This is an optimization exercise on Yosys and OpenROAD, whose aim is small area, a short achievable clock period and few clock cycles per item, not a production implementation. In this exercise RTL edits were held to simulation tests only and were not proved equivalent to the original. No activity file was given, so power comes from the tool's default toggle rates.

==> flow/design.v (excerpt) <==
module seg_top (
    input  logic                                clk,
    input  logic                                rst,
    input  logic                                start_process,
    output logic                                processing_done,
    output logic                                mem_req,
    output logic [seg_ctrl_pkg::MEM_ADDR_W-1:0] mem_addr,
    input  logic                                mem_ack,
    input  logic [31:0]                         mem_rdata,
    input  seg_geom_pkg::pix_idx_t              label_addr,
    output seg_geom_pkg::label_t                label,
    output logic [9:0]                          leds
);
    logic        busy;        
    logic        flag;        
    logic [7:0]  waddr;       
    logic [2:0]  wph;         
    logic        got;         
    logic        v1;          
    logic [1:0]  ph1;         
    logic        last1;       
    logic [23:0] pa;          
    logic [23:0] pb;          
    logic [2:0]  xa, xb;      
    logic [1:0]  pend;        
    logic        shift;       
    logic [3:0]  pair_in;     
    assign got = mem_req && mem_ack;
    always_ff @(posedge clk or posedge rst) begin
        if (rst) begin
            busy    <= 1'b0;
            flag    <= 1'b0;
            mem_req <= 1'b0;
            waddr   <= '0;
            wph     <= 3'b001;
            v1      <= 1'b0;
            ph1     <= '0;
            last1   <= 1'b0;
        end else begin
            v1    <= got;
            ph1   <= wph[2:1];
            last1 <= got && (waddr == 8'(seg_ctrl_pkg::WORDS_PER_FRAME - 1));
            if (!busy) begin
                if (start_process) begin
                    busy    <= 1'b1;
                    flag    <= 1'b0;
                    mem_req <= 1'b1;
                    waddr   <= '0;
                    wph     <= 3'b001;
                end
            end else begin
                if (got) begin
                    waddr <= waddr + 1'b1;
                    wph   <= {wph[1:0], wph[2]};
  ...
Size in the first run: ~590 flip-flops, ~78 I/O pins, roughly 23000 µm² of cells after synthesis.
export LEC_CHECK = 0
export CAP_MARGIN = 5
export CORE_MARGIN = 2
export CORE_UTILIZATION = 60
export CTS_BUF_LIST = sky130_fd_sc_hd__clkbuf_16
export CTS_CLUSTER_DIAMETER = 80
export CTS_CLUSTER_SIZE = 30
export PLACE_DENSITY = 0.8
export SETUP_SLACK_MARGIN = 4.8
export SLEW_MARGIN = 5
export SYNTH_MEMORY_MAX_BITS = 16384
create_clock -name core_clock -period 8.0 [get_ports {clk}]
standard.sh (not shown) runs the stock make flow with config.mk's settings and CLKGATE_MAP_FILE= SYNTH_SCRIPT=/design/flow/synth_recipe.tcl, a recipe that flattens the netlist after the stock synthesis.
==> flow/flow/run.sh <==
#!/bin/bash
# Layout flow: the standard ORFS flow (standard.sh) with two changes.
#  1. Synthesis is the standard one (synth_recipe.tcl, ORFS synth.tcl) except for the ABC
#     script that maps the combinational logic: flow/abc.script replaces ORFS's
#     abc_speed.script, in a copy of ORFS's scripts folder made here. Registers are
#     mapped exactly as in the standard synthesis.
#  2. The port buffers that global placement inserts are buf_2 cells.
# Each tool's output goes to a log file in this folder; ORFS also keeps its per-step logs
# under orfs/logs/.
set -euo pipefail
work=$(pwd)
rm -rf "$work/scripts_abc"
cp -r "$FLOW_HOME/scripts" "$work/scripts_abc"
cp "$work/flow/abc.script" "$work/scripts_abc/abc_speed.script"
bash standard.sh "SCRIPTS_DIR=$work/scripts_abc" synth > synth.log 2>&1
bash standard.sh "BUFFER_PORTS_ARGS=-buffer_cell sky130_fd_sc_hd__buf_2" finish > layout.log 2>&1
==> flow/flow/abc.script <==
&get -n
&st
&dch
&nf -R 20
&put
buffer -c
topo
stime -c
upsize -c
dnsize -c
Testbench counts at the start, summed over its fixed seeds: cycles 30,746, frames 64.
Next try:
--- a/flow/config.mk
+++ b/flow/config.mk
@@ -7,6 +7,6 @@
 export LEC_CHECK = 0
-export CAP_MARGIN = 5
+export CAP_MARGIN = 20
 export CORE_MARGIN = 2
 export CORE_UTILIZATION = 60
-export CTS_BUF_LIST = sky130_fd_sc_hd__clkbuf_16
+export CTS_BUF_LIST = sky130_fd_sc_hd__clkbuf_8 sky130_fd_sc_hd__clkbuf_16
 export CTS_CLUSTER_DIAMETER = 80
@@ -15,3 +15,3 @@
 export SETUP_SLACK_MARGIN = 4.8
-export SLEW_MARGIN = 5
+export SLEW_MARGIN = 20
 export SYNTH_MEMORY_MAX_BITS = 16384
Outcome: The changed run produced a clean layout; worst setup slack degrades by 0.011 ns; total power barely changes; utilization barely changes; sequential power is about the same; hold slack barely changes; non-clock buffer count does not change; flip-flop and latch count is unchanged; clock power hardly moves; register-to-register slack hardly moves; routed wire length goes up by 0.55%.
Next try:
--- a/flow/config.mk
+++ b/flow/config.mk
@@ -10,5 +10,6 @@
 export CORE_UTILIZATION = 60
-export CTS_BUF_LIST = sky130_fd_sc_hd__clkbuf_8 sky130_fd_sc_hd__clkbuf_16
+export CTS_BUF_LIST = sky130_fd_sc_hd__clkbuf_16
 export CTS_CLUSTER_DIAMETER = 80
 export CTS_CLUSTER_SIZE = 30
+export GPL_ROUTABILITY_DRIVEN = 0
 export PLACE_DENSITY = 0.8
What happened: Final cell count barely changes; clock power is about the same; via count is lower slightly; worst setup slack gets better by 0.011 ns; non-clock buffer count stays the same; synthesized cell count does not change; final area stays flat; routed wire length is lower slightly; fmax is higher slightly; worst hold slack stays flat; combinational power stays flat.
Next try:
--- a/flow/config.mk
+++ b/flow/config.mk
@@ -13,4 +13,3 @@
 export CTS_CLUSTER_SIZE = 30
-export GPL_ROUTABILITY_DRIVEN = 0
-export PLACE_DENSITY = 0.8
+export PLACE_DENSITY = 0.9
 export SETUP_SLACK_MARGIN = 4.8
Cell count is about the same.
Routed wire length grows by 7.2%.
Design area hardly moves.
Sequential cell count does not change.
Total power grows by 0.99%.
Via count grows by 4.0%.
Next try:
--- a/flow/config.mk
+++ b/flow/config.mk
@@ -13,4 +13,4 @@
 export CTS_CLUSTER_SIZE = 30
-export PLACE_DENSITY = 0.9
-export SETUP_SLACK_MARGIN = 4.8
+export PLACE_DENSITY = 0.8
+export SETUP_SLACK_MARGIN = 4.7
 export SLEW_MARGIN = 20
Outcome: Cell count barely changes; power goes down slightly; core utilization goes down by 0.66 points; die area does not change; maximum frequency goes up by a few percent; clock power goes up by a few percent; sequential power stays flat; worst setup slack improves by 0.067 ns; design area goes down slightly.

==> static timing again, ports no longer ideal <==
Ports are ideal in the flow. The routed layouts listed here were re-timed in OpenROAD.
Step 1: set_driving_cell puts a clkbuf_16 on clk and a buf_2 on each other input, an assumption about the parent block.
Step 2 moves the port delays by t, midway between the first and last clock arrival at a register: inputs arrive t later, outputs are due t later. That takes back most of the time a late clock gives input paths.
Slacks: ideal / step 1 / step 2; pairs: ideal / step 1.
| run | t (ns) | setup WS [ns] | worst setup path at the end | clock arrival spread, ns |
|---|---|---|---|---|
| the first run | 0.643 | 4.837 / 4.837 / 4.194 | input to register | 0.039 / 0.040 |
| the second run | 0.643 | 4.825 / 4.826 / 4.184 | input to register | 0.037 / 0.037 |
| the third run | 0.643 | 4.837 / 4.837 / 4.194 | input to register | 0.039 / 0.040 |
| the fourth run | 0.657 | 4.699 / 4.707 / 4.050 | input to register | 0.031 / 0.030 |
| the fifth run | 0.632 | 4.766 / 4.777 / 4.145 | input to register | 0.047 / 0.048 |
After both steps every run listed still meets setup and hold. The setup slack of the fourth run, which loses most, moves by +0.008 ns with the drivers and by -0.649 ns with both steps.
